From an optimization exercise on the open Yosys and OpenROAD flow, aimed at small area, a short achievable clock period and few clock cycles per item; shortcuts taken in it are not production practice. Only simulation tests tie the RTL to the original design; equivalence was not proved. Power figures rest on the tool's default switching activity, not on a simulated workload.

`design/flow/flow/run.sh`:
```
#!/bin/bash
# The standard layout (standard.sh) with two changes:
#  - after the standard synthesis, flow/fa_polarity.py re-polarises the full adders
#    of the synthesized netlist to drop the inverters between them (same function,
#    same registers, same cells otherwise);
#  - the port buffers that ORFS puts on every input and output are BUF cells of
#    drive 4 instead of ORFS's default pick.
# MARGIN is ORFS's SETUP_SLACK_MARGIN (how far below the clock period the setup
# repair aims); the clock period and constraints are the standard flow's.
set -euo pipefail
MARGIN=5
PORTBUF=sky130_fd_sc_hd__buf_4
sed -e "s/SETUP_SLACK_MARGIN=[0-9.]*/SETUP_SLACK_MARGIN=$MARGIN/" \
    -e "s/ \"\${@:-finish}\"/ BUFFER_PORTS_ARGS=\"-buffer_cell $PORTBUF\" \"\${@:-finish}\"/" \
    standard.sh > standard_mod.sh
grep -q "SETUP_SLACK_MARGIN=$MARGIN" standard_mod.sh
grep -q "BUFFER_PORTS_ARGS" standard_mod.sh
R=$(pwd)/orfs/results/sky130hd/conv_top/base
bash standard_mod.sh synth > synth.log 2>&1
cp "$R/1_2_yosys.v" yosys_standard.v
python3 flow/fa_polarity.py yosys_standard.v "$R/1_2_yosys.v" > fa_polarity.log 2>&1
touch "$R/1_2_yosys.v"
bash standard_mod.sh do-1_synth > synth_odb.log 2>&1
bash standard_mod.sh > layout.log 2>&1
```
`design/flow/standard.sh`:
```
#!/bin/bash
# synth_recipe.tcl (not shown) runs the flow's synth.tcl, then flattens the netlist and writes it again
# the make line also repeats each setting of config.mk as NAME=value (left out here)
make -C /OpenROAD-flow-scripts/flow DESIGN_CONFIG=/design/flow/config.mk WORK_HOME=/design/flow/orfs CLKGATE_MAP_FILE= SYNTH_SCRIPT=/design/flow/synth_recipe.tcl "${@:-finish}"
```
`design/flow/flow/fa_polarity.py`:
```
#!/usr/bin/env python3
"""Re-polarise the full adders of a flat sky130 netlist to drop inverters.

A full adder is self-dual: FA(~a, ~b, ~c) = (~cout, ~sum). Yosys's adder
extraction picks each adder's polarity on its own, so chains of adders are often
joined through inverters. This picks a polarity per full adder (flipping one
complements all its pins) that needs as few inverters as possible, then rewires
the netlist: every signal is taken from its driver, through one shared inverter
where the polarity differs. Registers, ports and all other cells are untouched
except for which net feeds their inputs. The function is unchanged.

usage: fa_polarity.py IN.v OUT.v
"""
import re, sys, random, collections

OUT_PINS = {"X", "Y", "Q", "Q_N", "SUM", "COUT", "HI", "LO"}
INV_RE = re.compile(r"^sky130_fd_sc_hd__inv_\d+$")
FA_RE = re.compile(r"^sky130_fd_sc_hd__fa_\d+$")

src = open(sys.argv[1]).read()
m = re.search(r"\bmodule\s+(\S+)\s*\((.*?)\);(.*)\bendmodule", src, re.S)
head_end = m.start(3)
body = m.group(3)

# statements of the body
stmts = [s.strip() for s in re.split(r";\s*\n", body) if s.strip()]
decls = []   # input/output/wire declarations, kept as is
cells = []   # [type, name, [(pin, net)], ]
other = []
cell_re = re.compile(r"^(\S+)\s+(\S+)\s*\((.*)\)$", re.S)
pin_re = re.compile(r"\.(\w+)\s*\(\s*(.*?)\s*\)\s*(?:,|$)", re.S)
ports_out = set()
ports_in = set()
for s in stmts:
    s2 = s.rstrip(";").strip()
    w = s2.split()[0]
    if w in ("input", "output", "wire", "inout"):
        decls.append(s2)
        toks = s2.replace(",", " ").split()
        names = [t for t in toks[1:] if not t.startswith("[")]
        rng = re.search(r"\[(\d+):(\d+)\]", s2)
        for n in names:
            if w == "wire":
                continue
            if rng:
                hi, lo = int(rng.group(1)), int(rng.group(2))
                bits = [f"{n}[{i}]" for i in range(min(hi, lo), max(hi, lo) + 1)]
            else:
                bits = [n]
            (ports_out if w == "output" else ports_in).update(bits)
        continue
    if w == "assign":
        other.append(s2)
        continue
    mm = cell_re.match(s2)
    if not mm:
        other.append(s2)
        continue
    pins = [(p, n.strip()) for p, n in pin_re.findall(mm.group(3))]
    cells.append([mm.group(1), mm.group(2), pins])

if any(o.startswith("assign") for o in other):
    # nets joined by assigns would need aliasing; leave such netlists alone
    open(sys.argv[2], "w").write(src)
    print("assign statements present: netlist left unchanged")
    sys.exit(0)

def norm(n):
    return n.replace(" ", "")

def is_const(n):
    return "'" in n

driver = {}
for ci, (t, name, pins) in enumerate(cells):
    for p, n in pins:
        if p in OUT_PINS and not is_const(n):
            driver[norm(n)] = (ci, p)

# inverters that may be removed: output not a port
inv_cells = set()
for ci, (t, name, pins) in enumerate(cells):
    if INV_RE.match(t):
        d = dict(pins)
        if norm(d["Y"]) not in ports_out:
            inv_cells.add(ci)

def root(n):
    n = norm(n)
    par = 0
    seen = 0
    while n in driver and driver[n][0] in inv_cells and seen < 100:
        ci = driver[n][0]
        n = norm(dict(cells[ci][2])["A"])
        par ^= 1
        seen += 1
    return n, par

fa_cells = [ci for ci, c in enumerate(cells) if FA_RE.match(c[0])]
fa_index = {ci: k for k, ci in enumerate(fa_cells)}

# loads: (cell index or None for port, pin, root net, parity)
loads = collections.defaultdict(list)   # root -> list of (ci, pin, par)
for ci, (t, name, pins) in enumerate(cells):
    if ci in inv_cells:
        continue
    for p, n in pins:
        if p in OUT_PINS or is_const(n):
            continue
        r, par = root(n)
        loads[r].append((ci, p, par))
for pn in ports_out:
    if pn in driver and driver[pn][0] in inv_cells:
        pass  # not possible: such inverters are kept
# roots driven by a kept inverter whose output is a port: those are ordinary cells

flip = [0] * len(fa_cells)

def provided(r):
    d = driver.get(r)
    if d and d[0] in fa_index:
        return flip[fa_index[d[0]]]
    return 0

def need(ci, p, par):
    if ci in fa_index and p in ("A", "B", "CIN"):
        return par ^ flip[fa_index[ci]]
    return par

def root_cost(r):
    q = provided(r)
    for ci, p, par in loads[r]:
        if need(ci, p, par) != q:
            return 1
    return 0

# roots touched by each fa
fa_roots = []
for ci in fa_cells:
    rs = set()
    for p, n in cells[ci][2]:
        if is_const(n):
            continue
        if p in OUT_PINS:
            rs.add(norm(n))
        else:
            rs.add(root(n)[0])
    fa_roots.append(rs)

def total():
    return sum(root_cost(r) for r in loads)

best = total()
print("inverters before:", len(inv_cells), "needed with current polarity:", best)
improved = True
it = 0
while improved and it < 50:
    improved = False
    it += 1
    order = list(range(len(fa_cells)))
    random.Random(it).shuffle(order)
    for k in order:
        before = sum(root_cost(r) for r in fa_roots[k])
        flip[k] ^= 1
        after = sum(root_cost(r) for r in fa_roots[k])
        if after < before:
            improved = True
        else:
            flip[k] ^= 1
# simulated annealing on top of the greedy result
import math
rng = random.Random(12345)
cur = total()
bestflip = flip[:]
bestcost = cur
T = 1.0
steps = 400000
for st in range(steps):
    T = 1.0 * (1 - st / steps) + 0.02
    k = rng.randrange(len(fa_cells))
    before = sum(root_cost(r) for r in fa_roots[k])
    flip[k] ^= 1
    after = sum(root_cost(r) for r in fa_roots[k])
    d = after - before
    if d <= 0 or rng.random() < math.exp(-d / T):
        cur += d
        if cur < bestcost:
            bestcost = cur
            bestflip = flip[:]
    else:
        flip[k] ^= 1
flip[:] = bestflip
final = total()
print("inverters needed after polarity choice:", final, "flipped:", sum(flip))

# rewrite
newinv = {}
uid = 0
def inv_net(r):
    global uid
    if r not in newinv:
        uid += 1
        newinv[r] = (f"_fapol_inv_{uid}_", f"_fapol_n_{uid}_")
    return newinv[r][1]

def fmt(n):
    return n if (n.startswith("\\") is False) else n + " "

netname = {}
for ci, (t, name, pins) in enumerate(cells):
    for p, n in pins:
        netname.setdefault(norm(n), n)

for r in loads:
    q = provided(r)
    for ci, p, par in loads[r]:
        want = need(ci, p, par)
        pins = cells[ci][2]
        for k, (pp, n) in enumerate(pins):
            if pp == p:
                if want == q:
                    pins[k] = (pp, netname.get(r, r))
                else:
                    pins[k] = (pp, inv_net(r))

out = [src[:head_end]]
for d in decls:
    out.append("  " + d + " ;\n")
for r, (iname, nnet) in newinv.items():
    out.append(f"  wire {nnet};\n")
for ci, (t, name, pins) in enumerate(cells):
    if ci in inv_cells:
        continue
    conn = ",\n".join(f"    .{p}({n if not n.startswith(chr(92)) else n.rstrip() + ' '})" for p, n in pins)
    out.append(f"  {t} {name} (\n{conn}\n  );\n")
for r, (iname, nnet) in newinv.items():
    rn = netname.get(r, r)
    if rn.startswith("\\"):
        rn = rn.rstrip() + " "
    out.append(f"  sky130_fd_sc_hd__inv_1 {iname} (\n    .A({rn}),\n    .Y({nnet})\n  );\n")
out.append("endmodule\n")
open(sys.argv[2], "w").write("".join(out))
print("inverters written:", len(newinv), "kept port inverters:",
      sum(1 for ci, c in enumerate(cells) if INV_RE.match(c[0]) and ci not in inv_cells))
```
`design/flow/config.mk`:
```
export PLATFORM = sky130hd
export DESIGN_NAME = conv_top
export DESIGN_NICKNAME = conv_top
export VERILOG_FILES = /design/flow/design.v
export SDC_FILE = /design/flow/constraint.sdc
export NUM_CORES = 8
export LEC_CHECK = 0
export CAP_MARGIN = 20
export CORE_MARGIN = 2
export CORE_UTILIZATION = 65
export CTS_BUF_LIST = sky130_fd_sc_hd__clkbuf_8
export CTS_CLUSTER_DIAMETER = 50
export CTS_CLUSTER_SIZE = 18
export SETUP_SLACK_MARGIN = 5
export SLEW_MARGIN = 20
```
`design/flow/constraint.sdc`:
```
create_clock -name core_clock -period 11.0 [get_ports {clk}]
set_input_delay 2.2000 -clock core_clock [delete_from_list [all_inputs] [get_ports {clk}]]
set_output_delay 2.2000 -clock core_clock [all_outputs]
set_load 0.01 [all_outputs]
```
`design/flow/design.v`:
```
`default_nettype none
package cnn_pkg;
	localparam int PIX_W = 8;
	localparam int WGT_W = 4;
	localparam int N_CH = 4;
	localparam int PATCH = 4;
	localparam int KSIZE = 3;
	localparam int N_POS = 4;
	localparam int FEAT_W = 8;
	localparam int FEAT_MAX = 127;
	localparam int ACC_DEFAULT = 20;
	localparam int ADDR_W = 6;
	localparam logic [ADDR_W-1:0] REG_PIX_BASE = ADDR_W'(0);
	localparam logic [ADDR_W-1:0] REG_WGT_BASE = ADDR_W'(16);
	localparam logic [ADDR_W-1:0] REG_BIAS = ADDR_W'(28);
	localparam logic [ADDR_W-1:0] REG_CMD = ADDR_W'(29);
	localparam logic [ADDR_W-1:0] REG_STATUS = ADDR_W'(30);
	localparam logic [ADDR_W-1:0] REG_FEAT = ADDR_W'(31);
	localparam logic [ADDR_W-1:0] REG_MAX = ADDR_W'(32);
	typedef enum logic [1:0] {
		CMD_NOP = 2'd0,
		CMD_START = 2'd1,
		CMD_CLEAR = 2'd2
	} cmd_e;
	typedef enum logic [2:0] {
		S_IDLE,
		S_WINDOW,
		S_MAC,
		S_QUANT,
		S_POOL,
		S_DONE
	} run_state_e;
endpackage
`default_nettype wire
`default_nettype none
module kernel_mac (
	input  logic [8:0]  a0, a1, a2,
	input  logic [4:0]  b0, b1, b2,
	input  logic [17:0] s_i,
	input  logic [17:0] c_i,
	output logic [17:0] s_o,
	output logic [17:0] c_o
);
	logic t0, t1, t2, t3, t4, t5, t6, t7, t8, t9, t10, t11, t12, t13, t14, t15;
	logic t16, t17, t18, t19, t20, t21, t22, t23, t24, t25, t26, t27, t28, t29, t30, t31;
	logic t32, t33, t34, t35, t36, t37, t38, t39, t40, t41, t42, t43, t44, t45, t46, t47;
	logic t48, t49, t50, t51, t52, t53, t54, t55, t56, t57, t58, t59, t60, t61, t62, t63;
	logic t64, t65, t66, t67, t68, t69, t70, t71, t72, t73, t74, t75, t76, t77, t78, t79;
	logic t80, t81, t82, t83, t84, t85, t86, t87, t88, t89, t90, t91, t92, t93, t94, t95;
	logic t96, t97, t98, t99, t100, t101, t102, t103, t104, t105, t106, t107, t108, t109, t110, t111;
	logic t112, t113, t114, t115, t116, t117, t118, t119, t120, t121, t122, t123, t124, t125, t126, t127;
	logic t128, t129, t130, t131, t132, t133, t134, t135, t136, t137, t138, t139, t140, t141, t142, t143;
	logic t144, t145, t146, t147, t148, t149, t150, t151, t152, t153, t154, t155, t156, t157, t158, t159;
	logic t160, t161, t162, t163, t164, t165, t166, t167, t168, t169, t170, t171, t172, t173, t174, t175;
	logic t176, t177, t178, t179, t180, t181, t182, t183, t184, t185, t186, t187, t188, t189, t190, t191;
	logic t192, t193, t194, t195, t196, t197, t198, t199, t200, t201, t202, t203, t204, t205, t206, t207;
	logic t208, t209, t210, t211, t212, t213, t214, t215, t216, t217, t218, t219, t220, t221, t222, t223;
	logic t224, t225, t226, t227, t228, t229, t230, t231, t232, t233, t234, t235, t236, t237, t238, t239;
	logic t240, t241, t242, t243, t244, t245, t246, t247, t248, t249, t250, t251, t252, t253, t254, t255;
	logic t256, t257, t258, t259, t260, t261, t262, t263, t264, t265, t266, t267, t268, t269, t270, t271;
	logic t272, t273, t274, t275, t276, t277, t278, t279, t280, t281, t282, t283, t284, t285, t286, t287;
	logic t288, t289, t290, t291, t292, t293, t294, t295, t296, t297, t298, t299, t300, t301, t302, t303;
	logic t304, t305, t306, t307, t308, t309;
	assign t0 = (a0[3] & b0[0]) ^ (a0[2] & b0[1]);
	assign t1 = (a0[3] & b0[0]) & (a0[2] & b0[1]);
	assign t2 = (a0[4] & b0[0]) ^ (a0[3] & b0[1]) ^ (a0[2] & b0[2]);
	assign t3 = ((a0[4] & b0[0]) & (a0[3] & b0[1])) | ((a0[2] & b0[2]) & ((a0[4] & b0[0]) ^ (a0[3] & b0[1])));
	assign t4 = (a0[1] & b0[3]) ^ ~(a0[0] & b0[4]) ^ (a1[4] & b1[0]);
	assign t5 = ((a0[1] & b0[3]) & ~(a0[0] & b0[4])) | ((a1[4] & b1[0]) & ((a0[1] & b0[3]) ^ ~(a0[0] & b0[4])));
	assign t6 = (a1[3] & b1[1]) ^ (a1[2] & b1[2]) ^ (a1[1] & b1[3]);
	assign t7 = ((a1[3] & b1[1]) & (a1[2] & b1[2])) | ((a1[1] & b1[3]) & ((a1[3] & b1[1]) ^ (a1[2] & b1[2])));
	assign t8 = (a0[5] & b0[0]) ^ (a0[4] & b0[1]) ^ (a0[3] & b0[2]);
	assign t9 = ((a0[5] & b0[0]) & (a0[4] & b0[1])) | ((a0[3] & b0[2]) & ((a0[5] & b0[0]) ^ (a0[4] & b0[1])));
	assign t10 = (a0[2] & b0[3]) ^ ~(a0[1] & b0[4]) ^ (a1[5] & b1[0]);
	assign t11 = ((a0[2] & b0[3]) & ~(a0[1] & b0[4])) | ((a1[5] & b1[0]) & ((a0[2] & b0[3]) ^ ~(a0[1] & b0[4])));
	assign t12 = (a1[4] & b1[1]) ^ (a1[3] & b1[2]) ^ (a1[2] & b1[3]);
	assign t13 = ((a1[4] & b1[1]) & (a1[3] & b1[2])) | ((a1[2] & b1[3]) & ((a1[4] & b1[1]) ^ (a1[3] & b1[2])));
	assign t14 = ~(a1[1] & b1[4]) ^ (a2[5] & b2[0]) ^ (a2[4] & b2[1]);
	assign t15 = (~(a1[1] & b1[4]) & (a2[5] & b2[0])) | ((a2[4] & b2[1]) & (~(a1[1] & b1[4]) ^ (a2[5] & b2[0])));
	assign t16 = (a0[6] & b0[0]) ^ (a0[5] & b0[1]) ^ (a0[4] & b0[2]);
	assign t17 = ((a0[6] & b0[0]) & (a0[5] & b0[1])) | ((a0[4] & b0[2]) & ((a0[6] & b0[0]) ^ (a0[5] & b0[1])));
	assign t18 = (a0[3] & b0[3]) ^ ~(a0[2] & b0[4]) ^ (a1[6] & b1[0]);
	assign t19 = ((a0[3] & b0[3]) & ~(a0[2] & b0[4])) | ((a1[6] & b1[0]) & ((a0[3] & b0[3]) ^ ~(a0[2] & b0[4])));
	assign t20 = (a1[5] & b1[1]) ^ (a1[4] & b1[2]) ^ (a1[3] & b1[3]);
	assign t21 = ((a1[5] & b1[1]) & (a1[4] & b1[2])) | ((a1[3] & b1[3]) & ((a1[5] & b1[1]) ^ (a1[4] & b1[2])));
	assign t22 = ~(a1[2] & b1[4]) ^ (a2[6] & b2[0]) ^ (a2[5] & b2[1]);
	assign t23 = (~(a1[2] & b1[4]) & (a2[6] & b2[0])) | ((a2[5] & b2[1]) & (~(a1[2] & b1[4]) ^ (a2[6] & b2[0])));
	assign t24 = (a0[7] & b0[0]) ^ (a0[6] & b0[1]) ^ (a0[5] & b0[2]);
	assign t25 = ((a0[7] & b0[0]) & (a0[6] & b0[1])) | ((a0[5] & b0[2]) & ((a0[7] & b0[0]) ^ (a0[6] & b0[1])));
	assign t26 = (a0[4] & b0[3]) ^ ~(a0[3] & b0[4]) ^ (a1[7] & b1[0]);
	assign t27 = ((a0[4] & b0[3]) & ~(a0[3] & b0[4])) | ((a1[7] & b1[0]) & ((a0[4] & b0[3]) ^ ~(a0[3] & b0[4])));
	assign t28 = (a1[6] & b1[1]) ^ (a1[5] & b1[2]) ^ (a1[4] & b1[3]);
	assign t29 = ((a1[6] & b1[1]) & (a1[5] & b1[2])) | ((a1[4] & b1[3]) & ((a1[6] & b1[1]) ^ (a1[5] & b1[2])));
	assign t30 = ~(a1[3] & b1[4]) ^ (a2[7] & b2[0]) ^ (a2[6] & b2[1]);
	assign t31 = (~(a1[3] & b1[4]) & (a2[7] & b2[0])) | ((a2[6] & b2[1]) & (~(a1[3] & b1[4]) ^ (a2[7] & b2[0])));
	assign t32 = ~(a0[8] & b0[0]) ^ (a0[7] & b0[1]) ^ (a0[6] & b0[2]);
	assign t33 = (~(a0[8] & b0[0]) & (a0[7] & b0[1])) | ((a0[6] & b0[2]) & (~(a0[8] & b0[0]) ^ (a0[7] & b0[1])));
	assign t34 = (a0[5] & b0[3]) ^ ~(a0[4] & b0[4]) ^ ~(a1[8] & b1[0]);
	assign t35 = ((a0[5] & b0[3]) & ~(a0[4] & b0[4])) | (~(a1[8] & b1[0]) & ((a0[5] & b0[3]) ^ ~(a0[4] & b0[4])));
	assign t36 = (a1[7] & b1[1]) ^ (a1[6] & b1[2]) ^ (a1[5] & b1[3]);
	assign t37 = ((a1[7] & b1[1]) & (a1[6] & b1[2])) | ((a1[5] & b1[3]) & ((a1[7] & b1[1]) ^ (a1[6] & b1[2])));
	assign t38 = ~(a1[4] & b1[4]) ^ ~(a2[8] & b2[0]) ^ (a2[7] & b2[1]);
	assign t39 = (~(a1[4] & b1[4]) & ~(a2[8] & b2[0])) | ((a2[7] & b2[1]) & (~(a1[4] & b1[4]) ^ ~(a2[8] & b2[0])));
	assign t40 = (a2[6] & b2[2]) ^ (a2[5] & b2[3]);
	assign t41 = (a2[6] & b2[2]) & (a2[5] & b2[3]);
	assign t42 = ~(a0[8] & b0[1]) ^ (a0[7] & b0[2]) ^ (a0[6] & b0[3]);
	assign t43 = (~(a0[8] & b0[1]) & (a0[7] & b0[2])) | ((a0[6] & b0[3]) & (~(a0[8] & b0[1]) ^ (a0[7] & b0[2])));
	assign t44 = ~(a0[5] & b0[4]) ^ ~(a1[8] & b1[1]) ^ (a1[7] & b1[2]);
	assign t45 = (~(a0[5] & b0[4]) & ~(a1[8] & b1[1])) | ((a1[7] & b1[2]) & (~(a0[5] & b0[4]) ^ ~(a1[8] & b1[1])));
	assign t46 = (a1[6] & b1[3]) ^ ~(a1[5] & b1[4]) ^ ~(a2[8] & b2[1]);
	assign t47 = ((a1[6] & b1[3]) & ~(a1[5] & b1[4])) | (~(a2[8] & b2[1]) & ((a1[6] & b1[3]) ^ ~(a1[5] & b1[4])));
	assign t48 = (a2[7] & b2[2]) ^ (a2[6] & b2[3]);
	assign t49 = (a2[7] & b2[2]) & (a2[6] & b2[3]);
	assign t50 = ~(a0[8] & b0[2]) ^ (a0[7] & b0[3]) ^ ~(a0[6] & b0[4]);
	assign t51 = (~(a0[8] & b0[2]) & (a0[7] & b0[3])) | (~(a0[6] & b0[4]) & (~(a0[8] & b0[2]) ^ (a0[7] & b0[3])));
	assign t52 = (a0[2] & b0[0]) ^ (a0[1] & b0[1]) ^ (a0[0] & b0[2]);
	assign t53 = ((a0[2] & b0[0]) & (a0[1] & b0[1])) | ((a0[0] & b0[2]) & ((a0[2] & b0[0]) ^ (a0[1] & b0[1])));
	assign t54 = (a0[1] & b0[2]) ^ (a0[0] & b0[3]) ^ (a1[3] & b1[0]);
	assign t55 = ((a0[1] & b0[2]) & (a0[0] & b0[3])) | ((a1[3] & b1[0]) & ((a0[1] & b0[2]) ^ (a0[0] & b0[3])));
	assign t56 = (a1[2] & b1[1]) ^ (a1[1] & b1[2]) ^ (a1[0] & b1[3]);
	assign t57 = ((a1[2] & b1[1]) & (a1[1] & b1[2])) | ((a1[0] & b1[3]) & ((a1[2] & b1[1]) ^ (a1[1] & b1[2])));
	assign t58 = (a2[3] & b2[0]) ^ (a2[2] & b2[1]);
	assign t59 = (a2[3] & b2[0]) & (a2[2] & b2[1]);
	assign t60 = ~(a1[0] & b1[4]) ^ (a2[4] & b2[0]) ^ (a2[3] & b2[1]);
	assign t61 = (~(a1[0] & b1[4]) & (a2[4] & b2[0])) | ((a2[3] & b2[1]) & (~(a1[0] & b1[4]) ^ (a2[4] & b2[0])));
	assign t62 = (a2[2] & b2[2]) ^ (a2[1] & b2[3]) ^ ~(a2[0] & b2[4]);
	assign t63 = ((a2[2] & b2[2]) & (a2[1] & b2[3])) | (~(a2[0] & b2[4]) & ((a2[2] & b2[2]) ^ (a2[1] & b2[3])));
	assign t64 = s_i[4] ^ c_i[4] ^ 1'b1;
	assign t65 = (s_i[4] & c_i[4]) | (1'b1 & (s_i[4] ^ c_i[4]));
	assign t66 = t1 ^ t2;
	assign t67 = t1 & t2;
	assign t68 = (a2[3] & b2[2]) ^ (a2[2] & b2[3]) ^ ~(a2[1] & b2[4]);
	assign t69 = ((a2[3] & b2[2]) & (a2[2] & b2[3])) | (~(a2[1] & b2[4]) & ((a2[3] & b2[2]) ^ (a2[2] & b2[3])));
	assign t70 = s_i[5] ^ c_i[5] ^ 1'b1;
	assign t71 = (s_i[5] & c_i[5]) | (1'b1 & (s_i[5] ^ c_i[5]));
	assign t72 = t3 ^ t5 ^ t7;
	assign t73 = (t3 & t5) | (t7 & (t3 ^ t5));
	assign t74 = t8 ^ t10 ^ t12;
	assign t75 = (t8 & t10) | (t12 & (t8 ^ t10));
	assign t76 = (a2[4] & b2[2]) ^ (a2[3] & b2[3]) ^ ~(a2[2] & b2[4]);
	assign t77 = ((a2[4] & b2[2]) & (a2[3] & b2[3])) | (~(a2[2] & b2[4]) & ((a2[4] & b2[2]) ^ (a2[3] & b2[3])));
	assign t78 = s_i[6] ^ c_i[6] ^ t9;
	assign t79 = (s_i[6] & c_i[6]) | (t9 & (s_i[6] ^ c_i[6]));
	assign t80 = t11 ^ t13 ^ t15;
	assign t81 = (t11 & t13) | (t15 & (t11 ^ t13));
	assign t82 = t16 ^ t18 ^ t20;
	assign t83 = (t16 & t18) | (t20 & (t16 ^ t18));
	assign t84 = (a2[5] & b2[2]) ^ (a2[4] & b2[3]) ^ ~(a2[3] & b2[4]);
	assign t85 = ((a2[5] & b2[2]) & (a2[4] & b2[3])) | (~(a2[3] & b2[4]) & ((a2[5] & b2[2]) ^ (a2[4] & b2[3])));
	assign t86 = s_i[7] ^ c_i[7] ^ t17;
	assign t87 = (s_i[7] & c_i[7]) | (t17 & (s_i[7] ^ c_i[7]));
	assign t88 = t19 ^ t21 ^ t23;
	assign t89 = (t19 & t21) | (t23 & (t19 ^ t21));
	assign t90 = t24 ^ t26 ^ t28;
	assign t91 = (t24 & t26) | (t28 & (t24 ^ t26));
	assign t92 = ~(a2[4] & b2[4]) ^ s_i[8] ^ c_i[8];
	assign t93 = (~(a2[4] & b2[4]) & s_i[8]) | (c_i[8] & (~(a2[4] & b2[4]) ^ s_i[8]));
	assign t94 = 1'b1 ^ t25 ^ t27;
	assign t95 = (1'b1 & t25) | (t27 & (1'b1 ^ t25));
	assign t96 = t29 ^ t31 ^ t32;
	assign t97 = (t29 & t31) | (t32 & (t29 ^ t31));
	assign t98 = t34 ^ t36 ^ t38;
	assign t99 = (t34 & t36) | (t38 & (t34 ^ t36));
	assign t100 = ~(a2[5] & b2[4]) ^ s_i[9] ^ c_i[9];
	assign t101 = (~(a2[5] & b2[4]) & s_i[9]) | (c_i[9] & (~(a2[5] & b2[4]) ^ s_i[9]));
	assign t102 = 1'b1 ^ t33 ^ t35;
	assign t103 = (1'b1 & t33) | (t35 & (1'b1 ^ t33));
	assign t104 = t37 ^ t39 ^ t41;
	assign t105 = (t37 & t39) | (t41 & (t37 ^ t39));
	assign t106 = t42 ^ t44 ^ t46;
	assign t107 = (t42 & t44) | (t46 & (t42 ^ t44));
	assign t108 = ~(a1[8] & b1[2]) ^ (a1[7] & b1[3]) ^ ~(a1[6] & b1[4]);
	assign t109 = (~(a1[8] & b1[2]) & (a1[7] & b1[3])) | (~(a1[6] & b1[4]) & (~(a1[8] & b1[2]) ^ (a1[7] & b1[3])));
	assign t110 = ~(a2[8] & b2[2]) ^ (a2[7] & b2[3]) ^ ~(a2[6] & b2[4]);
	assign t111 = (~(a2[8] & b2[2]) & (a2[7] & b2[3])) | (~(a2[6] & b2[4]) & (~(a2[8] & b2[2]) ^ (a2[7] & b2[3])));
	assign t112 = s_i[10] ^ c_i[10] ^ t43;
	assign t113 = (s_i[10] & c_i[10]) | (t43 & (s_i[10] ^ c_i[10]));
	assign t114 = t45 ^ t47 ^ t49;
	assign t115 = (t45 & t47) | (t49 & (t45 ^ t47));
	assign t116 = ~(a0[8] & b0[3]) ^ ~(a0[7] & b0[4]) ^ ~(a1[8] & b1[3]);
	assign t117 = (~(a0[8] & b0[3]) & ~(a0[7] & b0[4])) | (~(a1[8] & b1[3]) & (~(a0[8] & b0[3]) ^ ~(a0[7] & b0[4])));
	assign t118 = ~(a1[7] & b1[4]) ^ ~(a2[8] & b2[3]) ^ ~(a2[7] & b2[4]);
	assign t119 = (~(a1[7] & b1[4]) & ~(a2[8] & b2[3])) | (~(a2[7] & b2[4]) & (~(a1[7] & b1[4]) ^ ~(a2[8] & b2[3])));
	assign t120 = (a0[1] & b0[0]) ^ (a0[0] & b0[1]) ^ (a1[1] & b1[0]);
	assign t121 = ((a0[1] & b0[0]) & (a0[0] & b0[1])) | ((a1[1] & b1[0]) & ((a0[1] & b0[0]) ^ (a0[0] & b0[1])));
	assign t122 = (a1[2] & b1[0]) ^ (a1[1] & b1[1]) ^ (a1[0] & b1[2]);
	assign t123 = ((a1[2] & b1[0]) & (a1[1] & b1[1])) | ((a1[0] & b1[2]) & ((a1[2] & b1[0]) ^ (a1[1] & b1[1])));
	assign t124 = (a2[2] & b2[0]) ^ (a2[1] & b2[1]) ^ (a2[0] & b2[2]);
	assign t125 = ((a2[2] & b2[0]) & (a2[1] & b2[1])) | ((a2[0] & b2[2]) & ((a2[2] & b2[0]) ^ (a2[1] & b2[1])));
	assign t126 = (a2[1] & b2[2]) ^ (a2[0] & b2[3]) ^ s_i[3];
	assign t127 = ((a2[1] & b2[2]) & (a2[0] & b2[3])) | (s_i[3] & ((a2[1] & b2[2]) ^ (a2[0] & b2[3])));
	assign t128 = c_i[3] ^ t0 ^ t53;
	assign t129 = (c_i[3] & t0) | (t53 & (c_i[3] ^ t0));
	assign t130 = t54 ^ t56;
	assign t131 = t54 & t56;
	assign t132 = t4 ^ t6 ^ t55;
	assign t133 = (t4 & t6) | (t55 & (t4 ^ t6));
	assign t134 = t57 ^ t59 ^ t60;
	assign t135 = (t57 & t59) | (t60 & (t57 ^ t59));
	assign t136 = t62 ^ t64 ^ t66;
	assign t137 = (t62 & t64) | (t66 & (t62 ^ t64));
	assign t138 = t14 ^ t61 ^ t63;
	assign t139 = (t14 & t61) | (t63 & (t14 ^ t61));
	assign t140 = t65 ^ t67 ^ t68;
	assign t141 = (t65 & t67) | (t68 & (t65 ^ t67));
	assign t142 = t70 ^ t72 ^ t74;
	assign t143 = (t70 & t72) | (t74 & (t70 ^ t72));
	assign t144 = t22 ^ t69 ^ t71;
	assign t145 = (t22 & t69) | (t71 & (t22 ^ t69));
	assign t146 = t73 ^ t75 ^ t76;
	assign t147 = (t73 & t75) | (t76 & (t73 ^ t75));
	assign t148 = t78 ^ t80 ^ t82;
	assign t149 = (t78 & t80) | (t82 & (t78 ^ t80));
	assign t150 = t30 ^ t77 ^ t79;
	assign t151 = (t30 & t77) | (t79 & (t30 ^ t77));
	assign t152 = t81 ^ t83 ^ t84;
	assign t153 = (t81 & t83) | (t84 & (t81 ^ t83));
	assign t154 = t86 ^ t88 ^ t90;
	assign t155 = (t86 & t88) | (t90 & (t86 ^ t88));
	assign t156 = t40 ^ t85 ^ t87;
	assign t157 = (t40 & t85) | (t87 & (t40 ^ t85));
	assign t158 = t89 ^ t91 ^ t92;
	assign t159 = (t89 & t91) | (t92 & (t89 ^ t91));
	assign t160 = t94 ^ t96 ^ t98;
	assign t161 = (t94 & t96) | (t98 & (t94 ^ t96));
	assign t162 = t48 ^ t93 ^ t95;
	assign t163 = (t48 & t93) | (t95 & (t48 ^ t93));
	assign t164 = t97 ^ t99 ^ t100;
	assign t165 = (t97 & t99) | (t100 & (t97 ^ t99));
	assign t166 = t102 ^ t104 ^ t106;
	assign t167 = (t102 & t104) | (t106 & (t102 ^ t104));
	assign t168 = t50 ^ t101 ^ t103;
	assign t169 = (t50 & t101) | (t103 & (t50 ^ t101));
	assign t170 = t105 ^ t107 ^ t108;
	assign t171 = (t105 & t107) | (t108 & (t105 ^ t107));
	assign t172 = t110 ^ t112 ^ t114;
	assign t173 = (t110 & t112) | (t114 & (t110 ^ t112));
	assign t174 = s_i[11] ^ c_i[11] ^ t51;
	assign t175 = (s_i[11] & c_i[11]) | (t51 & (s_i[11] ^ c_i[11]));
	assign t176 = t109 ^ t111 ^ t113;
	assign t177 = (t109 & t111) | (t113 & (t109 ^ t111));
	assign t178 = t115 ^ t116 ^ t118;
	assign t179 = (t115 & t116) | (t118 & (t115 ^ t116));
	assign t180 = (a0[8] & b0[4]) ^ (a1[8] & b1[4]) ^ (a2[8] & b2[4]);
	assign t181 = ((a0[8] & b0[4]) & (a1[8] & b1[4])) | ((a2[8] & b2[4]) & ((a0[8] & b0[4]) ^ (a1[8] & b1[4])));
	assign t182 = s_i[12] ^ c_i[12] ^ t117;
	assign t183 = (s_i[12] & c_i[12]) | (t117 & (s_i[12] ^ c_i[12]));
	assign t184 = (a0[0] & b0[0]) ^ (a1[0] & b1[0]);
	assign t185 = (a0[0] & b0[0]) & (a1[0] & b1[0]);
	assign t186 = (a1[0] & b1[1]) ^ (a2[1] & b2[0]) ^ (a2[0] & b2[1]);
	assign t187 = ((a1[0] & b1[1]) & (a2[1] & b2[0])) | ((a2[0] & b2[1]) & ((a1[0] & b1[1]) ^ (a2[1] & b2[0])));
	assign t188 = s_i[1] ^ c_i[1];
	assign t189 = s_i[1] & c_i[1];
	assign t190 = s_i[2] ^ c_i[2] ^ t52;
	assign t191 = (s_i[2] & c_i[2]) | (t52 & (s_i[2] ^ c_i[2]));
	assign t192 = t121 ^ t122 ^ t124;
	assign t193 = (t121 & t122) | (t124 & (t121 ^ t122));
	assign t194 = t58 ^ t123 ^ t125;
	assign t195 = (t58 & t123) | (t125 & (t58 ^ t123));
	assign t196 = t126 ^ t128 ^ t130;
	assign t197 = (t126 & t128) | (t130 & (t126 ^ t128));
	assign t198 = t127 ^ t129 ^ t131;
	assign t199 = (t127 & t129) | (t131 & (t127 ^ t129));
	assign t200 = t132 ^ t134 ^ t136;
	assign t201 = (t132 & t134) | (t136 & (t132 ^ t134));
	assign t202 = t133 ^ t135 ^ t137;
	assign t203 = (t133 & t135) | (t137 & (t133 ^ t135));
	assign t204 = t138 ^ t140 ^ t142;
	assign t205 = (t138 & t140) | (t142 & (t138 ^ t140));
	assign t206 = t139 ^ t141 ^ t143;
	assign t207 = (t139 & t141) | (t143 & (t139 ^ t141));
	assign t208 = t144 ^ t146 ^ t148;
	assign t209 = (t144 & t146) | (t148 & (t144 ^ t146));
	assign t210 = t145 ^ t147 ^ t149;
	assign t211 = (t145 & t147) | (t149 & (t145 ^ t147));
	assign t212 = t150 ^ t152 ^ t154;
	assign t213 = (t150 & t152) | (t154 & (t150 ^ t152));
	assign t214 = t151 ^ t153 ^ t155;
	assign t215 = (t151 & t153) | (t155 & (t151 ^ t153));
	assign t216 = t156 ^ t158 ^ t160;
	assign t217 = (t156 & t158) | (t160 & (t156 ^ t158));
	assign t218 = t157 ^ t159 ^ t161;
	assign t219 = (t157 & t159) | (t161 & (t157 ^ t159));
	assign t220 = t162 ^ t164 ^ t166;
	assign t221 = (t162 & t164) | (t166 & (t162 ^ t164));
	assign t222 = t163 ^ t165 ^ t167;
	assign t223 = (t163 & t165) | (t167 & (t163 ^ t165));
	assign t224 = t168 ^ t170 ^ t172;
	assign t225 = (t168 & t170) | (t172 & (t168 ^ t170));
	assign t226 = t169 ^ t171 ^ t173;
	assign t227 = (t169 & t171) | (t173 & (t169 ^ t171));
	assign t228 = t174 ^ t176 ^ t178;
	assign t229 = (t174 & t176) | (t178 & (t174 ^ t176));
	assign t230 = t119 ^ t175 ^ t177;
	assign t231 = (t119 & t175) | (t177 & (t119 ^ t175));
	assign t232 = t179 ^ t180 ^ t182;
	assign t233 = (t179 & t180) | (t182 & (t179 ^ t180));
	assign t234 = s_i[13] ^ c_i[13] ^ 1'b1;
	assign t235 = (s_i[13] & c_i[13]) | (1'b1 & (s_i[13] ^ c_i[13]));
	assign t236 = t181 ^ t183;
	assign t237 = t181 & t183;
	assign t238 = (a2[0] & b2[0]) ^ s_i[0];
	assign t239 = (a2[0] & b2[0]) & s_i[0];
	assign t240 = t120 ^ t185 ^ t186;
	assign t241 = (t120 & t185) | (t186 & (t120 ^ t185));
	assign t242 = t187 ^ t189 ^ t190;
	assign t243 = (t187 & t189) | (t190 & (t187 ^ t189));
	assign t244 = t191 ^ t193 ^ t194;
	assign t245 = (t191 & t193) | (t194 & (t191 ^ t193));
	assign t246 = t195 ^ t197 ^ t198;
	assign t247 = (t195 & t197) | (t198 & (t195 ^ t197));
	assign t248 = t199 ^ t201 ^ t202;
	assign t249 = (t199 & t201) | (t202 & (t199 ^ t201));
	assign t250 = t203 ^ t205 ^ t206;
	assign t251 = (t203 & t205) | (t206 & (t203 ^ t205));
	assign t252 = t207 ^ t209 ^ t210;
	assign t253 = (t207 & t209) | (t210 & (t207 ^ t209));
	assign t254 = t211 ^ t213 ^ t214;
	assign t255 = (t211 & t213) | (t214 & (t211 ^ t213));
	assign t256 = t215 ^ t217 ^ t218;
	assign t257 = (t215 & t217) | (t218 & (t215 ^ t217));
	assign t258 = t219 ^ t221 ^ t222;
	assign t259 = (t219 & t221) | (t222 & (t219 ^ t221));
	assign t260 = t223 ^ t225 ^ t226;
	assign t261 = (t223 & t225) | (t226 & (t223 ^ t225));
	assign t262 = t227 ^ t229 ^ t230;
	assign t263 = (t227 & t229) | (t230 & (t227 ^ t229));
	assign t264 = t231 ^ t233 ^ t234;
	assign t265 = (t231 & t233) | (t234 & (t231 ^ t233));
	assign t266 = s_i[14] ^ c_i[14] ^ t235;
	assign t267 = (s_i[14] & c_i[14]) | (t235 & (s_i[14] ^ c_i[14]));
	assign t268 = s_i[15] ^ c_i[15];
	assign t269 = s_i[15] & c_i[15];
	assign t270 = s_i[16] ^ c_i[16];
	assign t271 = s_i[16] & c_i[16];
	assign t272 = s_i[17] ^ c_i[17];
	assign t273 = s_i[17] & c_i[17];
	assign t274 = c_i[0] ^ t184;
	assign t275 = c_i[0] & t184;
	assign t276 = t188 ^ t239 ^ t240;
	assign t277 = (t188 & t239) | (t240 & (t188 ^ t239));
	assign t278 = t192 ^ t241 ^ t242;
	assign t279 = (t192 & t241) | (t242 & (t192 ^ t241));
	assign t280 = t196 ^ t243 ^ t244;
	assign t281 = (t196 & t243) | (t244 & (t196 ^ t243));
	assign t282 = t200 ^ t245 ^ t246;
	assign t283 = (t200 & t245) | (t246 & (t200 ^ t245));
	assign t284 = t204 ^ t247 ^ t248;
	assign t285 = (t204 & t247) | (t248 & (t204 ^ t247));
	assign t286 = t208 ^ t249 ^ t250;
	assign t287 = (t208 & t249) | (t250 & (t208 ^ t249));
	assign t288 = t212 ^ t251 ^ t252;
	assign t289 = (t212 & t251) | (t252 & (t212 ^ t251));
	assign t290 = t216 ^ t253 ^ t254;
	assign t291 = (t216 & t253) | (t254 & (t216 ^ t253));
	assign t292 = t220 ^ t255 ^ t256;
	assign t293 = (t220 & t255) | (t256 & (t220 ^ t255));
	assign t294 = t224 ^ t257 ^ t258;
	assign t295 = (t224 & t257) | (t258 & (t224 ^ t257));
	assign t296 = t228 ^ t259 ^ t260;
	assign t297 = (t228 & t259) | (t260 & (t228 ^ t259));
	assign t298 = t232 ^ t261 ^ t262;
	assign t299 = (t232 & t261) | (t262 & (t232 ^ t261));
	assign t300 = t236 ^ t263 ^ t264;
	assign t301 = (t236 & t263) | (t264 & (t236 ^ t263));
	assign t302 = t237 ^ t265 ^ t266;
	assign t303 = (t237 & t265) | (t266 & (t237 ^ t265));
	assign t304 = 1'b1 ^ t267 ^ t268;
	assign t305 = (1'b1 & t267) | (t268 & (1'b1 ^ t267));
	assign t306 = 1'b1 ^ t269 ^ t270;
	assign t307 = (1'b1 & t269) | (t270 & (1'b1 ^ t269));
	assign t308 = 1'b1 ^ t271 ^ t272;
	assign t309 = (1'b1 & t271) | (t272 & (1'b1 ^ t271));
	assign s_o = {t307, t305, t303, t301, t299, t297, t295, t293, t291, t289, t287, t285, t283, t281, t279, t277, t275, t238};
	assign c_o = {t308, t306, t304, t302, t300, t298, t296, t294, t292, t290, t288, t286, t284, t282, t280, t278, t276, t274};
endmodule
`default_nettype wire
`default_nettype none
module conv_top (
	input  logic        clk,
	input  logic        rst_n,
	input  logic        wb_cyc_i,
	input  logic        wb_stb_i,
	input  logic        wb_we_i,
	input  logic [5:0]  wb_adr_i,
	input  logic [31:0] wb_dat_i,
	output logic [31:0] wb_dat_o,
	output logic        wb_ack_o
);
	logic go, go2;
	logic done_q;
	logic req, wr, pix_w, wgt_w, bias_w, cmd_w, start_cmd, clear_cmd;
	logic max_wait;
	assign req = wb_cyc_i && wb_stb_i;
	assign wb_ack_o = req && !(max_wait && wb_adr_i == 6'd32);
	assign wr = req && wb_we_i && rst_n;
	assign max_wait = go || go2;
	assign pix_w = wr && wb_adr_i[5:4] == 2'b00;
	assign wgt_w = wr && wb_adr_i >= 6'd16 && wb_adr_i <= 6'd27;
	assign bias_w = wr && wb_adr_i == 6'd28;
	assign cmd_w = wr && wb_adr_i == 6'd29 && wb_dat_i[31:2] == 30'd0;
	assign start_cmd = cmd_w && wb_dat_i[1:0] == 2'd1;
	assign clear_cmd = cmd_w && wb_dat_i[1:0] == 2'd2;
	logic [15:0] sp0, sp1;
	logic [11:0] sw0, sw1;
	always_comb begin
		sp0 = '0;
		sp1 = '0;
		sw0 = '0;
		sw1 = '0;
		for (int ch = 0; ch < 4; ch++) begin
			for (int r = 0; r < 4; r++) begin
				if (wb_adr_i == 6'(ch * 4 + r)) begin
					sp0[ch * 4 + r] = 1'b1;
					if (r < 3) sw0[ch * 3 + r] = 1'b1;
					if (r > 0) sw1[ch * 3 + r - 1] = 1'b1;
				end
			end
			for (int kr = 0; kr < 3; kr++) begin
				if (wb_adr_i == 6'(16 + ch * 3 + kr)) begin
					sp0[ch * 4 + kr] = 1'b1;
					sp1[ch * 4 + kr + 1] = 1'b1;
					sw0[ch * 3 + kr] = 1'b1;
				end
			end
		end
	end
	logic [31:0] pix [16];
	logic [15:0] pix_v;
	logic [11:0] wgt [12];
	logic [11:0] wgt_v;
	logic signed [3:0] bias;
	always_ff @(posedge clk) begin
		for (int i = 0; i < 16; i++)
			if (wr && wb_adr_i == 6'(i)) pix[i] <= wb_dat_i;
		for (int i = 0; i < 12; i++)
			if (wr && wb_adr_i == 6'(16 + i)) wgt[i] <= wb_dat_i[11:0];
	end
	always_ff @(posedge clk) begin
		if (!rst_n) begin
			pix_v <= '0;
			wgt_v <= '0;
			bias <= '0;
		end else begin
			for (int i = 0; i < 16; i++)
				if (wr && wb_adr_i == 6'(i)) pix_v[i] <= 1'b1;
			for (int i = 0; i < 12; i++)
				if (wr && wb_adr_i == 6'(16 + i)) wgt_v[i] <= 1'b1;
			if (bias_w) bias <= wb_dat_i[3:0];
		end
	end
	logic [31:0] prow0, prow1;
	logic [11:0] wrow0, wrow1;
	logic        q_pix, q_wgt;
	logic [31:0] x0_q, x1_q;
	logic [11:0] y0_q, y1_q;
	always_comb begin
		prow0 = '0;
		prow1 = '0;
		wrow0 = '0;
		wrow1 = '0;
		for (int i = 0; i < 16; i++) begin
			prow0 = prow0 | ({32{sp0[i] & pix_v[i]}} & pix[i]);
			prow1 = prow1 | ({32{sp1[i] & pix_v[i]}} & pix[i]);
		end
		for (int i = 0; i < 12; i++) begin
			wrow0 = wrow0 | ({12{sw0[i] & wgt_v[i]}} & wgt[i]);
			wrow1 = wrow1 | ({12{sw1[i] & wgt_v[i]}} & wgt[i]);
		end
	end
	always_ff @(posedge clk) begin
		if (!rst_n) begin
			q_pix <= 1'b0;
			q_wgt <= 1'b0;
		end else begin
			q_pix <= pix_w;
			q_wgt <= wgt_w;
		end
	end
	always_ff @(posedge clk) begin
		x0_q <= pix_w ? wb_dat_i : prow0;
		x1_q <= pix_w ? prow0 : prow1;
		y0_q <= pix_w ? wrow0 : wb_dat_i[11:0];
		y1_q <= pix_w ? wrow1 : wrow0;
	end
	logic [8:0] a [2][4];
	logic [4:0] b [2][3];
	always_comb begin
		for (int x = 0; x < 4; x++) begin
			if (q_pix) begin
				a[0][x] = {1'b0, x0_q[(3-x)*8 +: 8]} - {1'b0, x1_q[(3-x)*8 +: 8]};
				a[1][x] = a[0][x];
			end else begin
				a[0][x] = {1'b0, x0_q[(3-x)*8 +: 8]};
				a[1][x] = {1'b0, x1_q[(3-x)*8 +: 8]};
			end
		end
		for (int c = 0; c < 3; c++) begin
			if (q_pix) begin
				b[0][c] = {y0_q[(2-c)*4+3], y0_q[(2-c)*4 +: 4]};
				b[1][c] = {y1_q[(2-c)*4+3], y1_q[(2-c)*4 +: 4]};
			end else if (q_wgt) begin
				b[0][c] = {y0_q[(2-c)*4+3], y0_q[(2-c)*4 +: 4]}
					- {y1_q[(2-c)*4+3], y1_q[(2-c)*4 +: 4]};
				b[1][c] = b[0][c];
			end else begin
				b[0][c] = '0;
				b[1][c] = '0;
			end
		end
	end
	logic [17:0] acc_s [4];
	logic [17:0] acc_c [4];
	logic [17:0] nxt_s [4];
	logic [17:0] nxt_c [4];
	for (genvar p = 0; p < 4; p++) begin : g_pos
		kernel_mac u_mac (
			.a0(a[p/2][p%2]), .a1(a[p/2][p%2 + 1]), .a2(a[p/2][p%2 + 2]),
			.b0(b[p/2][0]), .b1(b[p/2][1]), .b2(b[p/2][2]),
			.s_i(fb_s[p]), .c_i(fb_c[p]), .s_o(nxt_s[p]), .c_o(nxt_c[p])
		);
	end
	logic rst_q;
	logic [17:0] fb_s [4];
	logic [17:0] fb_c [4];
	always_ff @(posedge clk) rst_q <= !rst_n;
	always_comb begin
		for (int p = 0; p < 4; p++) begin
			fb_s[p] = rst_q ? 18'd64 : acc_s[p];
			fb_c[p] = rst_q ? 18'd0 : acc_c[p];
		end
	end
	always_ff @(posedge clk) begin
		for (int p = 0; p < 4; p++) begin
			acc_s[p] <= nxt_s[p];
			acc_c[p] <= nxt_c[p];
		end
	end
	logic [6:0] feat [4];
	logic [6:0] fmax;
	always_ff @(posedge clk) begin
		if (!rst_n) begin
			go <= 1'b0;
			done_q <= 1'b0;
		end else begin
			go <= start_cmd;
			if (start_cmd) done_q <= 1'b1;
			else if (clear_cmd) done_q <= 1'b0;
		end
	end
	logic [6:0] fc [4];
	logic [6:0] fm;
	always_comb begin
		logic ge [4][4];
		for (int p = 0; p < 4; p++) begin
			logic [17:0] sum;
			logic [10:0] f;
			sum = acc_s[p] + acc_c[p] + {{7{bias[3]}}, bias, 7'd0};
			f = sum[17:7];
			fc[p] = f[10] ? 7'd0 : (f[9:7] != 3'd0 ? 7'd127 : f[6:0]);
		end
		for (int i = 0; i < 4; i++)
			for (int j = 0; j < 4; j++)
				ge[i][j] = feat[i] >= feat[j];
		if (ge[0][1] && ge[0][2] && ge[0][3]) fm = feat[0];
		else if (ge[1][2] && ge[1][3]) fm = feat[1];
		else if (ge[2][3]) fm = feat[2];
		else fm = feat[3];
	end
	always_ff @(posedge clk) begin
		if (!rst_n) begin
			for (int p = 0; p < 4; p++) feat[p] <= '0;
			fmax <= '0;
			go2 <= 1'b0;
		end else begin
			if (go) begin
				for (int p = 0; p < 4; p++) feat[p] <= fc[p];
			end
			if (go2) fmax <= fm;
			go2 <= go;
		end
	end
	always_comb begin
		case (wb_adr_i)
			6'd30: wb_dat_o = {30'd0, done_q, 1'b0};
			6'd31: wb_dat_o = {1'b0, feat[0], 1'b0, feat[1], 1'b0, feat[2], 1'b0, feat[3]};
			6'd32: wb_dat_o = {25'd0, fmax};
			default: wb_dat_o = '0;
		endcase
	end
endmodule
`default_nettype wire
```
==> results_dict.tcl, run 1 <==
set metrics [dict create \
    via_per_inst 6.950 \
    cts_tree "done" \
    setup_ws_ns 5.058 \
    hold_violations 0 \
    worst_ep_arrival_time_ns 3.74 \
    timing.rr.end "acc_c[1][7]" \
    cts_made_buffers 106 \
    cp_cell_sequence "buf_4 > or4_4 > nor3b_4 > o21ai_0 > and3_4 > buf_4" \
    root_buffer "clkbuf_8" \
    holdWs_ns 0.4544 \
    irDropWorstVdd_v 0.0001677 \
    r2r-start "x1_q[1]" \
    drt_iter0_markers 6871 \
    start_util_pct 65.36 \
    clk_pin_slew_ns 0.09 \
    fillers 6482 \
    grt.overflow.total 0 \
    drive_gt1_share_pct 13.41 \
    clock-sinks 961 \
    p_seq_share_pct 44.3 \
    max_cap_violations 0 \
    r2r_cells 16 \
    rsz0062_at_grt "true" \
    synth_area_per_cell_um2 12.10 \
    syn_to_final_growth_pct 8.334 \
    p_leak_nw 24.00 \
    die_height_um 304.4 \
    crit_type "in -> out" \
    fmax_mhz 168.3 \
    netlist_instances 4848 \
    ant_nets 0 \
    die-area_um2 92660 \
    hold_start "pix_v[12]" \
    synth-warning-count 25 \
    fin_crit_sh_pct 54.02 \
    grt_pass1_wl_mm 276.2 \
    crit_path_end_kind "primary output" \
    drt-total-wl_mm 187.5 \
    tns_ns 0 \
    drv_slew 0 \
    cp_common_cell "buf_4" \
    worstSetupStartpointType "primary input" \
    h-tree-depth 3 \
    antenna_found_initial 12 \
    use_met1_pct 52.15 \
    required_ns 8.80 \
    outcome "no timing/DRC/antenna violations" \
    num_vias 42850 \
    met2_usage_pct 63.07 \
    insertion_delay_ns 0.88 \
    clockBufferDepth 3 \
    dp_hpwl_mm 120.0 \
    rows 110 \
    p_switching_mw 3.041 \
    worst_path_largest_cell_delay_ns 0.61 \
    r2r_setup_slack_ns 5.15 \
    drc 0 \
    grt_use_total_pct 40.63 \
    finalWeightedCongestion 0.9859 \
    drtPass1Iterations 10 \
    hold_end "pix_v[12]" \
    hold_path_depth 1 \
    numPortBuffers 71 \
    combPwrFrac_pct 26.0 \
    cp_max_fo 22 \
    ctsHoldBuffers 0 \
    core_area_um2 89740 \
    slew_headroom_pct 15.49 \
    place_ws_ns 4.187 \
    grt_max_degree 84 \
    grtUsageMet3_pct 11.52 \
    setup_viol 0 \
    fin_nets 5764 \
    busiest_layer "met2" \
    finalClockSkew_ns 0.08893 \
    pwr-share-clk_pct 29.7 \
    io_pins 76 \
    wl_per_cell_um 30.41 \
    grt_pass1_vias 43170 \
    worst_pin_slew_ns 1.268 \
    fin_crit_ns 5.942 \
    swShare_pct 32.15 \
    slowest_stage "or4_4" \
    hold_class "reg -> reg" \
    die_x_um 304.4 \
    netlist_area_um2 58650 \
    powerDensity_nw_per_um2 148.9 \
    final_util_pct 70.81 \
    p_int_mw 6.418 \
]
[power by group through the flow]
stage / clock network, mW / registers, mW / logic, mW
2_1_floorplan: 0 / 4.22 / 1.83
3_3_place_gp: 0 / 4.26 / 2.35
3_5_place_dp: 0 / 4.27 / 2.43
4_1_cts: 2.83 / 4.18 / 2.45
5_1_grt: 2.96 / 4.21 / 2.80
6_report: 2.81 / 4.19 / 2.46
[repair_timing]
action                     4_1_cts  5_1_grt
pin swaps                        2        2
setup endpoints to repair       20       57
gates resized for setup          8       18
buffers inserted                 1        5
[registers in the layout (all words and copies together), names as in the netlist]
register / count
x0_q: 32
feat: 28
pix_v: 16
pix: 512
acc_s: 72
fmax: 7
q_pix: 1
y1_q: 12
y0_q: 12
go: 1
q_wgt: 1
go2: 1
wgt_v: 12
acc_c: 72
bias: 4
wgt: 144
rst_q: 1
done_q: 1
x1_q: 32
[cell type report]
class                   instances  area [um2]  area share (%)
well taps                    1176        1471           2.316
flip-flops and latches        961       25810           40.62
multi-input cells            3250       30840           48.54
repair buffers                189        1426           2.245
diodes                          9       22.52         0.03544
clock inverters                93        1060           1.668
inverters                     381        1431           2.253
clock buffers                 107        1473           2.318
[worst max path at each step]
stage,start,endpoint,cells after the start,slack [ns]
2_1_floorplan,wb_adr_i[1],wb_ack_o,6,5.12
4_1_cts,wb_adr_i[0],wb_ack_o,6,5.00
3_5_place_dp,wb_adr_i[1],wb_ack_o,6,4.19
6_report,wb_adr_i[0],wb_ack_o,6,5.06
3_3_place_gp,wb_adr_i[1],wb_ack_o,6,4.25
5_1_grt,wb_adr_i[0],wb_ack_o,6,4.98
[metal layers]
layer / part of all wire, % / vias up / wire [um]
met4: 6.3 / 2 / 11880
li1: - / 17820 / -
met5: 0.0096 / - / 18
met3: 13 / 794 / 24420
met2: 45 / 3160 / 85090
met1: 35 / 21080 / 66090
[cells in the final DEF (no fill, tap or decap), types with 66 or more instances in the layout]
cell      count
or2_2       116
nor2b_1      97
nand2_1     101
a222oi_1    136
a221oi_1     93
edfxtp_1    656
fa_1        579
inv_1       387
ha_1        253
clkbuf_8    107
nor4_1       66
a21oi_1      95
dfxtp_1     302
nand3_1     107
nand2b_1     97
nor2_1      442
a22oi_1     232
buf_4       187
[critical path: cells and delay by family]
family | cells | cell delay [ns]
buf+inv | 2 | 0.33
compound gates | 1 | 0.11
simple gates | 3 | 1.09
[metrics by stage]
| step | std cells | cell area [um2] | total power [mW] |
|---|---|---|---|
| global route | 6162 | 63530 | 9.968 |
| floorplan | 4851 | 58670 | 6.054 |
| detailed placement | 5951 | 60790 | 6.696 |
| CTS | 6152 | 63360 | 9.466 |
| global placement | 5951 | 60790 | 6.609 |
| finish | 6166 | 63540 | 9.458 |
Testbench counts, summed over its fixed seeds: cycles 11,761, jobs 512.
==> run 2, diff against run 1 <==
--- a/design/flow/config.mk
+++ b/design/flow/config.mk
@@ -9,3 +9,3 @@
 export CORE_MARGIN = 2
-export CORE_UTILIZATION = 65
+export CORE_UTILIZATION = 75
 export CTS_BUF_LIST = sky130_fd_sc_hd__clkbuf_8
==> run 2 against run 1 <==
  * Still clean
  * Via count increased by 3.0%
  * Fmax decreased by 0.83%
  * Clock skew decreased by 0.0031 ns
  * Combinational power increased by 2%
  * Cell count decreased by 2.5%
  * Sequential share of layout area increased by 0.22 points
  * First-iteration DRC count increased by 11%
  * Global-route usage increased by 5.4 points
  * Critical path depth decreased by 1
  * Area after synthesis unchanged
  * Routed wire length decreased by 1.9%
  * Critical path type unchanged
  * Critical endpoint is now wb_dat_o[1]
  * Highest routed layer unchanged
==> results_dict.tcl, run 2 <==
set metrics [dict create \
    die-area_um2 80460 \
    slowest_stage "nor2b_1" \
    final_cell_count_no_fill 6009 \
    outcome "no timing/DRC/antenna violations" \
    fin_crit_sh_pct 54.47 \
    clock-sinks 961 \
    wl_per_cell_um 30.62 \
    top_register "pix" \
    max_cap_violations 0 \
    insertion_delay_ns 0.83 \
    io_pins 76 \
    cts_tree "done" \
    numPortBuffers 71 \
    core_area_um2 77470 \
    finalClockSkew_ns 0.08582 \
    worstSetupStartpointType "primary input" \
    finalWeightedCongestion 0.9933 \
    num_vias 44160 \
    drc 0 \
    grt_pass1_wl_mm 273.6 \
    largest_reg_flops 512 \
    fin_nets 5759 \
    multi_input_area_um2 30810 \
    rows 102 \
    via_per_inst 7.348 \
    drive_gt1_share_pct 12.54 \
    hold_violations 0 \
    p_leak_nw 23.97 \
    dpl.cell_count 5821 \
    holdWs_ns 0.4502 \
    cp_max_fo 21 \
    crit_path_end_kind "primary output" \
    antenna_found_initial 16 \
    cp_common_cell "buf_4" \
    clockBufferDepth 3 \
    cts_made_buffers 96 \
    layout_commonest_cell "edfxtp_1" \
    clk_pin_slew_ns 0.08 \
    hold_class "reg -> reg" \
    netlist_instances 4848 \
    fin_crit_ns 5.992 \
    die_height_um 283.7 \
    drt-total-wl_mm 184.0 \
    syn_to_final_growth_pct 7.758 \
    grt.overflow.total 0 \
    slew_headroom_pct 19.27 \
    synth-warning-count 25 \
    fillers 4464 \
    cp_cell_sequence "buf_4 > nor2b_1 > nand4_1 > nand3_1 > buf_4" \
    synth_area_per_cell_um2 12.10 \
    grt_max_degree 83 \
    required_ns 8.80 \
    drtPass1Iterations 13 \
    setup_viol 0 \
    rsz0062_at_grt "true" \
    worst_path_largest_cell_delay_ns 0.50 \
    irDropWorstVdd_v 0.0001418 \
    largestRegisters "pix: 512 flops, wgt: 144 flops" \
    grt_use_total_pct 46.06 \
    final-seq-area_um2 25810 \
    total_power_mw 9.376 \
    powerDensity_nw_per_um2 148.3 \
    worst_ep_arrival_time_ns 3.79 \
    crit_type "in -> out" \
    h-tree-depth 3 \
    ant_nets 0 \
    worst_pin_slew_ns 1.208 \
    ctsHoldBuffers 0 \
    tns_ns 0 \
    root_buffer "clkbuf_8" \
    die_x_um 283.7 \
    fmax_mhz 166.9 \
    grt_pass1_vias 45250 \
    start_util_pct 75.71 \
    drv_slew 0 \
    layout_common_cells "edfxtp_1 (656), fa_1 (579), nor2_1 (445), inv_1 (388), dfxtp_1 (302)" \
    netlist_area_um2 58650 \
    drt_iter0_markers 7642 \
    dp_hpwl_mm 118.2 \
]
## run 2: changes by cell type in the layout (fill, tap and decap cells not counted), sizes merged
cell	before	now
clkinvlp	13	4
clkinv	27	24
inv	421	416
bufinv	13	12
diode	9	7
clkbuf	107	101
buf	189	194
## run 2: where the power goes
group          internal, mW  switching [mW]
Sequential             4.05           0.141
Clock                  1.23            1.44
Combinational          1.08            1.44
Total                  6.36            3.02
## run 2: timing repair
item	CTS	global route
resized for setup	10	17
setup buffers	2	2
pin swaps	2	2
endpoints found under the setup margin	28	54
## run 2: path summary, 6_finish.rpt
path | to | cells past startpoint | slack [ns] | startpoint
hold reg to reg | pix_v[8] | 1 | 0.45 | pix_v[8]
setup / recovery | wb_dat_o[1] | 5 | 5.01 | wb_adr_i[1]
setup reg to reg | acc_c[3][10] | 18 | 5.10 | x1_q[18]
hold / removal | pix_v[8] | 1 | 0.45 | pix_v[8]
## run 2: routing by layer
layer | vias to the layer above | track usage (%) | wire (um)
li1 | 17780 | - | -
met1 | 21190 | 57.18 | 59160
met2 | 4082 | 70.01 | 81570
met3 | 1093 | 15.32 | 28480
met4 | 12 | 29.58 | 14710
met5 | - | 0 | 80
## run 2: area by class of cell
type                            count  area share (%)
Inverter                          381           2.265
Sequential cell                   961           40.84
Clock inverter                     75           1.524
Timing Repair Buffer              194           2.336
Multi-Input combinational cell   3250           48.75
Clock buffer                      101           2.199
Antenna cell                        7         0.02771
Tap cell                         1040           2.059
## run 2: critical path, delay by kind of cell
kind                   cells  cell delay (ns)
buffers and inverters      2             0.36
AND/OR/NAND/NOR            3             1.22
## run 2: per-stage QoR
| stage | worst slack, ns | utilization [%] | instance area (um2) |
|---|---|---|---|
| after floorplan | 5.122 | - | 58670 |
| after global placement | 4.032 | 78.23 | 60600 |
| after detailed placement | 3.984 | 78.23 | 60600 |
| after CTS | 5.015 | 81.36 | 63030 |
| after global routing | 4.946 | 81.58 | 63200 |
| final | 5.008 | 81.59 | 63200 |
==> run 3, diff against run 2 <==
--- a/design/flow/config.mk
+++ b/design/flow/config.mk
@@ -9,6 +9,6 @@
 export CORE_MARGIN = 2
-export CORE_UTILIZATION = 75
-export CTS_BUF_LIST = sky130_fd_sc_hd__clkbuf_8
-export CTS_CLUSTER_DIAMETER = 50
-export CTS_CLUSTER_SIZE = 18
+export CORE_UTILIZATION = 65
+export CTS_BUF_LIST = sky130_fd_sc_hd__clkbuf_4
+export CTS_CLUSTER_DIAMETER = 40
+export CTS_CLUSTER_SIZE = 10
 export SETUP_SLACK_MARGIN = 5
==> run 3 against run 2 <==
  * Still clean on timing, DRC and antenna
  * Worst hold slack better by 0.0077 ns
  * Flip-flop and latch count did not move
  * Sequential power about the same
  * Via count decreased by 2.3%
  * Routed wire length is 2.3% higher
  * Combinational power decreased by 3%
  * Critical path depth unchanged
  * First-iteration DRC count shrank 7.9%
  * Sequential share of layout area rose by 0.12 points
  * Synthesized cell count unchanged
  * Critical path type unchanged
  * Largest power group unchanged
  * Highest routed layer unchanged
==> results_dict.tcl, run 3 <==
set metrics [dict create \
    post_dp_cell_area_um2 60790 \
    finalWeightedCongestion 0.9859 \
    rows 110 \
    clk_pin_slew_ns 0.10 \
    die_x_um 304.4 \
    drt-total-wl_mm 188.2 \
    clockBufferDepth 3 \
    syn_to_final_growth_pct 7.449 \
    p_leak_nw 23.85 \
    grt.overflow.total 0 \
    worst_ep_arrival_time_ns 3.81 \
    max_cap_violations 0 \
    wl_met2_mm 85.43 \
    worstSetupStartpointType "primary input" \
    layout_commonest_cell "edfxtp_1" \
    r2r_cells 16 \
    drv_slew 0 \
    crit_type "in -> out" \
    place_ws_ns 4.187 \
    ant_nets 0 \
    drive_gt1_share_pct 14.20 \
    wl_met3_mm 24.56 \
    cp_common_cell "buf_4" \
    dpl.cell_count 5951 \
    hold_violations 0 \
    antenna_found_initial 13 \
    ctsHoldBuffers 0 \
    setup_viol 0 \
    clock-sinks 961 \
    crit_path_end_kind "primary output" \
    fmax_mhz 166.4 \
    cp_cell_sequence "buf_4 > nor2b_1 > nand4_1 > nand3_1 > buf_4" \
    drc 0 \
    synth-warning-count 25 \
    grt_use_total_pct 40.73 \
    final_cell_count_no_fill 6225 \
    grt_pass1_wl_mm 275.9 \
    drtPass1Iterations 7 \
    cts_made_buffers 144 \
    root_buffer "clkbuf_4" \
    core_area_um2 89740 \
    cts_tree "done" \
    die_height_um 304.4 \
    num_vias 43150 \
    fin_nets 5803 \
    powerDensity_nw_per_um2 143.1 \
    top_register "pix" \
    grt_pass1_vias 43380 \
    finalInstanceArea_um2 63020 \
    fin_crit_ns 6.009 \
    irDropWorstVdd_v 0.0001130 \
    setup_ws_ns 4.991 \
    worst_pin_slew_ns 1.318 \
    fillers 6580 \
    die-area_um2 92660 \
    io_pins 76 \
    required_ns 8.80 \
    numPortBuffers 71 \
    finalClockSkew_ns 0.08650 \
    netlist_area_um2 58650 \
    via_per_inst 6.931 \
    final_util_pct 70.23 \
    insertion_delay_ns 1.18 \
    hold_path_depth 1 \
    rsz0062_at_grt "true" \
    dp_hpwl_mm 120.0 \
    tns_ns 0 \
    netlist_instances 4848 \
    layout_common_cells "edfxtp_1 (656), fa_1 (579), nor2_1 (442), inv_1 (379), dfxtp_1 (302)" \
    drt_iter0_markers 7038 \
    wl_per_cell_um 30.24 \
    met1_length_mm 66.64 \
    worst_path_largest_cell_delay_ns 0.52 \
    outcome "no timing/DRC/antenna violations" \
    slowest_stage "nor2b_1" \
    cp_max_fo 21 \
    synth_area_per_cell_um2 12.10 \
    h-tree-depth 4 \
    fin_crit_sh_pct 54.63 \
    start_util_pct 65.36 \
    slew_headroom_pct 12.11 \
    largestRegisters "pix: 512 flops, wgt: 144 flops" \
    hold_class "reg -> reg" \
    largest_reg_flops 512 \
    grt_max_degree 84 \
    routed.top_layer "met5" \
]
==> run 3: per-stage QoR <==
stage	power, mW	hold slack (ns)
6_report	9.021	0.4579
2_1_floorplan	6.054	0.4181
4_1_cts	9.025	0.4598
5_1_grt	9.547	0.4713
3_5_place_dp	6.696	0.4365
3_3_place_gp	6.609	0.4265
==> run 3: report_power, final <==
group / total (mW) / switching (mW) / internal, mW
clock: 2.38 / 1.37 / 1.01
sequential: 4.19 / 0.142 / 4.05
combinational: 2.45 / 1.39 / 1.06
==> run 3: worst paths after layout <==
kind	from	to	slack [ns]
max	wb_adr_i[1]	wb_dat_o[1]	4.99
min	pix_v[12]	pix_v[12]	0.46
max reg2reg	x0_q[24]	acc_c[2][7]	5.20
min reg2reg	pix_v[12]	pix_v[12]	0.46
==> run 3: layout make-up <==
type | count | area [um2] | share of cell area, %
clock inverter | 67 | 588.1 | 0.9331
inverter | 381 | 1431 | 2.271
multi-input combinational | 3250 | 30850 | 48.95
antenna | 14 | 35.03 | 0.05559
sequential | 961 | 25810 | 40.96
timing repair buffer | 190 | 1438 | 2.281
tap | 1176 | 1471 | 2.335
clock buffer | 186 | 1396 | 2.216
==> run 3: routing by layer <==
| layer | vias up | GRT usage, % |
|---|---|---|
| li1 | 17950 | - |
| met1 | 21270 | 52.05 |
| met2 | 3146 | 63.24 |
| met3 | 775 | 11.67 |
| met4 | 8 | 22.22 |
| met5 | - | 0 |
==> run 3: critical path: cells and delay by family <==
family | cells | cell delay, ns
buffers and inverters | 2 | 0.35
and+or+nand+nor | 3 | 1.25
==> run 3: what timing repair did <==
item | 4_1_cts | 5_1_grt
gates resized for setup | 7 | 18
setup buffers | 1 | 5
pin swaps | 2 | 2
setup endpoints to repair | 19 | 65
gates cloned | 0 | 0

## afterwards: timing with drivers on the ports
How much do the figures lean on ideal ports? The routed layouts below were timed once more, with nothing changed but the port constraints.
Step 1 sets driving cells, clkbuf_16 on the clock port and buf_2 on the other inputs (assumed; they add their load-dependent delay and slew).
Step 2 times the ports against the registers' clock, not the clock port: input delays grow and output delays shrink by t, the midpoint of the rising clock arrivals with the driver on.
a / b / c = ideal / step 1 / step 2; a / b = the first two.
run	t (ns)	setup WS [ns]	latest minus earliest clock arrival (ns)	worst slew at a driven data input, ns
run 1	0.908	5.058 / 4.932 / 4.932	0.090 / 0.089	0.13
run 2	0.857	5.008 / 4.968 / 4.968	0.093 / 0.093	0.09
run 3	1.212	4.991 / 4.924 / 4.924	0.092 / 0.092	0.14
After both steps setup and hold are still met in every run listed. For run 1, which loses most, drivers alone change the setup slack by -0.126 ns; drivers and shift together by -0.126 ns.
